This design comes from an exercise in tuning for small area, a short achievable clock period and few clock cycles on the open sky130 flow, not from production work. RTL that was checked went through simulation tests only; none was proved equivalent to the original.

## juniper
==> flow/design.v <==
`timescale 1ns/10ps
`default_nettype none
module core_top
(
  input  logic        clk,
  input  logic        rst,
  output logic [31:0] mem_if_addr,
  output logic        mem_if_req,
  input  logic [31:0] mem_if_rdata,
  input  logic        mem_if_ack,
  output logic [31:0] mem_data_addr,
  output logic [15:0] mem_data_wdata,
  output logic        mem_data_we,
  output logic        mem_data_req,
  input  logic [15:0] mem_data_rdata,
  input  logic        mem_data_ack,
  output logic        halted,
  output logic [31:0] current_pc
);
  localparam logic [2:0] C_NOP = 3'd0, C_ALU = 3'd1, C_MOVI = 3'd2, C_LD = 3'd3,
                         C_ST = 3'd4, C_BR = 3'd5, C_HLT = 3'd6;
  logic [31:0] fa;         
  logic        freq;       
  logic        fstop;      
  logic        z_q, v_q;
  logic [15:0] rf [16];
  logic        iv;         
  logic [2:0]  icls;
  logic [2:0]  isub;
  logic [4:0]  isub_oh;
  logic [3:0]  ird;
  logic [3:0]  irs1;
  logic [15:0] iimm;       
  logic        iov;        
  logic [15:0] opa, opb;
  logic        dreq, dwe;
  logic [15:0] daddr, dwdata;
  logic [3:0]  ldrd;
  logic        halted_q;
  function automatic logic [5:0] decode(input logic [7:0] op);
    logic [2:0] c, s;
    c = C_NOP;
    s = 3'd0;
    case (op)
      8'h01: begin c = C_ALU; s = 3'd0; end
      8'h02: begin c = C_ALU; s = 3'd1; end
      8'h03: begin c = C_ALU; s = 3'd2; end
      8'h04: begin c = C_ALU; s = 3'd3; end
      8'h05: begin c = C_ALU; s = 3'd4; end
      8'h10: c = C_MOVI;
      8'h20: c = C_LD;
      8'h21: c = C_ST;
      8'h30: begin c = C_BR; s = 3'd0; end
      8'h31: begin c = C_BR; s = 3'd1; end
      8'h32: begin c = C_BR; s = 3'd2; end
      8'h33: begin c = C_BR; s = 3'd3; end
      8'hff: c = C_HLT;
      default: ;
    endcase
    decode = {c, s};
  endfunction
  function automatic logic taken(input logic [1:0] s, input logic z, input logic v);
    case (s)
      2'd0: taken = z;
      2'd1: taken = !z;
      2'd2: taken = v;
      default: taken = 1'b1;
    endcase
  endfunction
  logic        ack;
  logic [31:0] nw;
  logic [2:0]  ncls, nsub;
  assign ack = freq && mem_if_ack;
  assign nw  = mem_if_rdata;
  assign {ncls, nsub} = decode(nw[31:24]);
  logic ldp, ldw, dfree;
  assign ldp   = dreq && !dwe;               
  assign ldw   = ldp && mem_data_ack;        
  assign dfree = !dreq || mem_data_ack;      
  logic [3:0]  ia, ib;
  logic [15:0] ra, rb;
  logic        ha, hb;
  assign ia = iv ? irs1 : nw[19:16];
  assign ib = iv ? ((icls == C_ST) ? ird : iimm[15:12]) : (nw[29] ? nw[23:20] : nw[15:12]);
  assign ra = rf[ia];
  assign rb = rf[ib];
  assign ha = ldp && (ldrd == ia);
  assign hb = ldp && (ldrd == ib);
  logic ineed_a, ineed_b, nneed_a, nneed_b, iok, nok;
  assign ineed_a = (icls == C_ALU);
  assign ineed_b = (icls == C_ALU) || (icls == C_ST);
  assign nneed_a = (ncls == C_ALU);
  assign nneed_b = (ncls == C_ALU) || (ncls == C_ST);
  assign iok = !(ineed_a && ha) && !(ineed_b && hb);
  assign nok = !(nneed_a && ha) && !(nneed_b && hb);
  logic [15:0] b_in, sum, alu_res;
  logic [16:0] sum17;
  logic        is_sub, is_arith, v_res, z_res, z_arith;
  assign is_sub   = isub_oh[1];
  assign is_arith = isub_oh[0] | isub_oh[1];
  assign b_in     = opb ^ {16{is_sub}};
  assign sum17    = {opa, 1'b1} + {b_in, is_sub};
  assign sum      = sum17[16:1];
  assign v_res    = is_arith && (opa[15] == b_in[15]) && (sum[15] != opa[15]);
  assign alu_res  = ({16{is_arith}} & sum) | ({16{isub_oh[2]}} & (opa & opb)) |
                    ({16{isub_oh[3]}} & (opa | opb)) | ({16{isub_oh[4]}} & (opa ^ opb));
  assign z_arith  = ((opa ^ b_in) == {opa[14:0] | b_in[14:0], is_sub});
  assign z_res    = is_arith ? z_arith : (alu_res == 16'h0);
  logic waw, ex_alu, ex_movi, ex_ld, ex_st, ex_br, ex_hlt, idone, ifree;
  assign waw     = ldp && (ldrd == ird);
  assign ex_alu  = iv && (icls == C_ALU) && iov && !waw && !ldw;
  assign ex_movi = iv && (icls == C_MOVI) && !waw && !ldw;
  assign ex_ld   = iv && (icls == C_LD) && dfree;
  assign ex_st   = iv && (icls == C_ST) && iov && dfree;
  assign ex_br   = iv && (icls == C_BR);
  assign ex_hlt  = iv && (icls == C_HLT) && dfree;
  assign idone   = ex_alu || ex_movi || ex_ld || ex_st || ex_br;
  assign ifree   = !iv || idone;
  logic nbr_now, nmem_now, nhlt_now, nenter, nreplay, ntaken;
  assign ntaken   = taken(nsub[1:0], z_q, v_q);
  assign nbr_now  = (ncls == C_BR) && (!iv || nsub[1:0] == 2'd3);
  assign nmem_now = !iv && dfree && ((ncls == C_LD) || (ncls == C_ST && !(ldp && ldrd == nw[23:20])));
  assign nhlt_now = !iv && dfree && (ncls == C_HLT);
  assign nenter   = ack && (ncls != C_NOP) && !nbr_now && !nmem_now && !nhlt_now;
  assign nreplay  = nenter && !ifree;
  logic fstop_n;
  always_comb begin
    fstop_n = fstop;
    if (nenter && !nreplay && (ncls == C_BR || ncls == C_HLT)) fstop_n = 1'b1;
    if (ack && nhlt_now) fstop_n = 1'b1;
    if (ex_br) fstop_n = 1'b0;
  end
  always_ff @(posedge clk) begin
    if (rst) begin
      fa       <= 32'h0;
      freq     <= 1'b1;
      fstop    <= 1'b0;
      iv       <= 1'b0;
      dreq     <= 1'b0;
      z_q      <= 1'b0;
      v_q      <= 1'b0;
      halted_q <= 1'b0;
    end else begin
      fstop <= fstop_n;
      if (ack) begin
        if (nbr_now) fa <= ntaken ? {16'h0, nw[15:0]} : fa + 32'd4;
        else if (ncls != C_BR && ncls != C_HLT && !nreplay) fa <= fa + 32'd4;
      end else if (ex_br) begin
        fa <= taken(isub[1:0], z_q, v_q) ? {16'h0, iimm} : fa + 32'd4;
      end
      if (freq && !mem_if_ack) freq <= 1'b1;
      else freq <= !fstop_n;
      iov <= iv ? iok : nok;
      if (idone) iv <= 1'b0;
      if (nenter && !nreplay) begin
        iv   <= 1'b1;
        iov  <= !iv && nok;
      end
      if (!iv || (idone && ack)) begin
        icls <= ncls;
        isub <= nsub;
        isub_oh <= 5'b1 << nsub;
        ird  <= nw[23:20];
        irs1 <= nw[19:16];
        iimm <= nw[15:0];
      end
      if (ex_alu) begin
        z_q <= z_res;
        v_q <= v_res;
      end
      if (dreq && mem_data_ack) dreq <= 1'b0;
      if ((ack && nmem_now) || ex_ld || ex_st) dreq <= 1'b1;
      if (dfree) begin
        dwe    <= iv ? (icls == C_ST) : (ncls == C_ST);
        daddr  <= iv ? iimm : nw[15:0];
        dwdata <= iv ? opb : rb;
        ldrd   <= iv ? ird : nw[23:20];
      end
      if (ex_hlt || (ack && nhlt_now)) halted_q <= 1'b1;
    end
  end
  always_ff @(posedge clk) begin
    opa <= ra;
    opb <= rb;
  end
  always_ff @(posedge clk) begin
    if (ldw) rf[ldrd] <= mem_data_rdata;
    else if (ex_alu) rf[ird] <= alu_res;
    else if (ex_movi) rf[ird] <= iimm;
  end
  assign mem_if_addr    = fa;
  assign mem_if_req     = freq;
  assign mem_data_addr  = {16'h0, daddr};
  assign mem_data_wdata = dwdata;
  assign mem_data_we    = dwe;
  assign mem_data_req   = dreq;
  assign halted         = halted_q;
  assign current_pc     = fa;
endmodule
`default_nettype wire
export LEC_CHECK = 0
export CAP_MARGIN = 20
export CORE_MARGIN = 2
export CORE_UTILIZATION = 40
export PLACE_DENSITY = 0.6
export SETUP_SLACK_MARGIN = 2.0
export SLEW_MARGIN = 20
create_clock -name core_clock -period 5.5 [get_ports {clk}]
run.sh (not shown) runs the stock make flow with config.mk's settings and CLKGATE_MAP_FILE= SYNTH_SCRIPT=/design/flow/synth_recipe.tcl, a recipe that flattens the netlist after the stock synthesis.
Testbench counts of juniper, summed over its fixed seeds: cycles 111,108.
Setup changes, juniper to harbor
diff --git a/flow/design.v b/flow/design.v
--- a/flow/design.v
+++ b/flow/design.v
@@ -117,11 +117,11 @@
   assign idone   = ex_alu || ex_movi || ex_ld || ex_st || ex_br;
   assign ifree   = !iv || idone;
   logic nbr_now, nmem_now, nhlt_now, nenter, nreplay, ntaken;
   assign ntaken   = taken(nsub[1:0], z_q, v_q);
   assign nbr_now  = (ncls == C_BR) && (!iv || nsub[1:0] == 2'd3);
-  assign nmem_now = !iv && dfree && ((ncls == C_LD) || (ncls == C_ST && !(ldp && ldrd == nw[23:20])));
+  assign nmem_now = !iv && dfree && ((ncls == C_LD) || (ncls == C_ST && !hb));
   assign nhlt_now = !iv && dfree && (ncls == C_HLT);
   assign nenter   = ack && (ncls != C_NOP) && !nbr_now && !nmem_now && !nhlt_now;
   assign nreplay  = nenter && !ifree;
   logic fstop_n;
   always_comb begin
@@ -152,31 +152,35 @@
       else freq <= !fstop_n;
       iov <= iv ? iok : nok;
       if (idone) iv <= 1'b0;
       if (nenter && !nreplay) begin
         iv   <= 1'b1;
-        iov  <= !iv && nok;
-      end
-      if (!iv || (idone && ack)) begin
         icls <= ncls;
         isub <= nsub;
         isub_oh <= 5'b1 << nsub;
         ird  <= nw[23:20];
         irs1 <= nw[19:16];
         iimm <= nw[15:0];
+        iov  <= !iv && nok;
       end
       if (ex_alu) begin
         z_q <= z_res;
         v_q <= v_res;
       end
       if (dreq && mem_data_ack) dreq <= 1'b0;
-      if ((ack && nmem_now) || ex_ld || ex_st) dreq <= 1'b1;
-      if (dfree) begin
-        dwe    <= iv ? (icls == C_ST) : (ncls == C_ST);
-        daddr  <= iv ? iimm : nw[15:0];
-        dwdata <= iv ? opb : rb;
-        ldrd   <= iv ? ird : nw[23:20];
+      if (ack && nmem_now) begin
+        dreq   <= 1'b1;
+        dwe    <= (ncls == C_ST);
+        daddr  <= nw[15:0];
+        dwdata <= rb;
+        ldrd   <= nw[23:20];
+      end else if (ex_ld || ex_st) begin
+        dreq   <= 1'b1;
+        dwe    <= ex_st;
+        daddr  <= iimm;
+        dwdata <= opb;
+        ldrd   <= ird;
       end
       if (ex_hlt || (ack && nhlt_now)) halted_q <= 1'b1;
     end
   end
   always_ff @(posedge clk) begin
[summary]
- Buffer share of cell area, juniper and harbor: smaller value in juniper
- Compare juniper and harbor | multi-input combinational area share lower: harbor
- harbor vs juniper: synthesis-to-finish area growth up in harbor
- harbor vs juniper — routed wire length dropped slightly
- Compared with juniper, harbor shows cell count after synthesis that has gone down slightly.
For harbor, only the layout was checked, not whether the RTL still works.

-- afterwards: timing with drivers on the ports --
Ports are ideal in the flow. The routed layouts listed here were re-timed in OpenROAD.
Step 1, drivers: a clkbuf_16 drives clk and a buf_2 each remaining input, both assumed.
Step 2 moves the port delays by t, midway between the first and last clock arrival at a register: inputs arrive t later, outputs are due t later. That takes back most of the time a late clock gives input paths.
a / b / c = ideal / step 1 / step 2; a / b = the first two.
run	shift t [ns]	setup WS [ns]	worst register clock-pin slew, ns	worst data-port slew with drivers (ns)	pins driven straight from the clock port
juniper	0.655	2.070 / 2.106 / 1.451	0.07 / 0.07	0.06	1
harbor	0.630	2.060 / 2.093 / 1.463	0.07 / 0.07	0.06	1
After both steps every run listed still meets setup and hold. The setup slack of juniper, which loses most, moves by +0.036 ns with the drivers and by -0.619 ns with both steps.
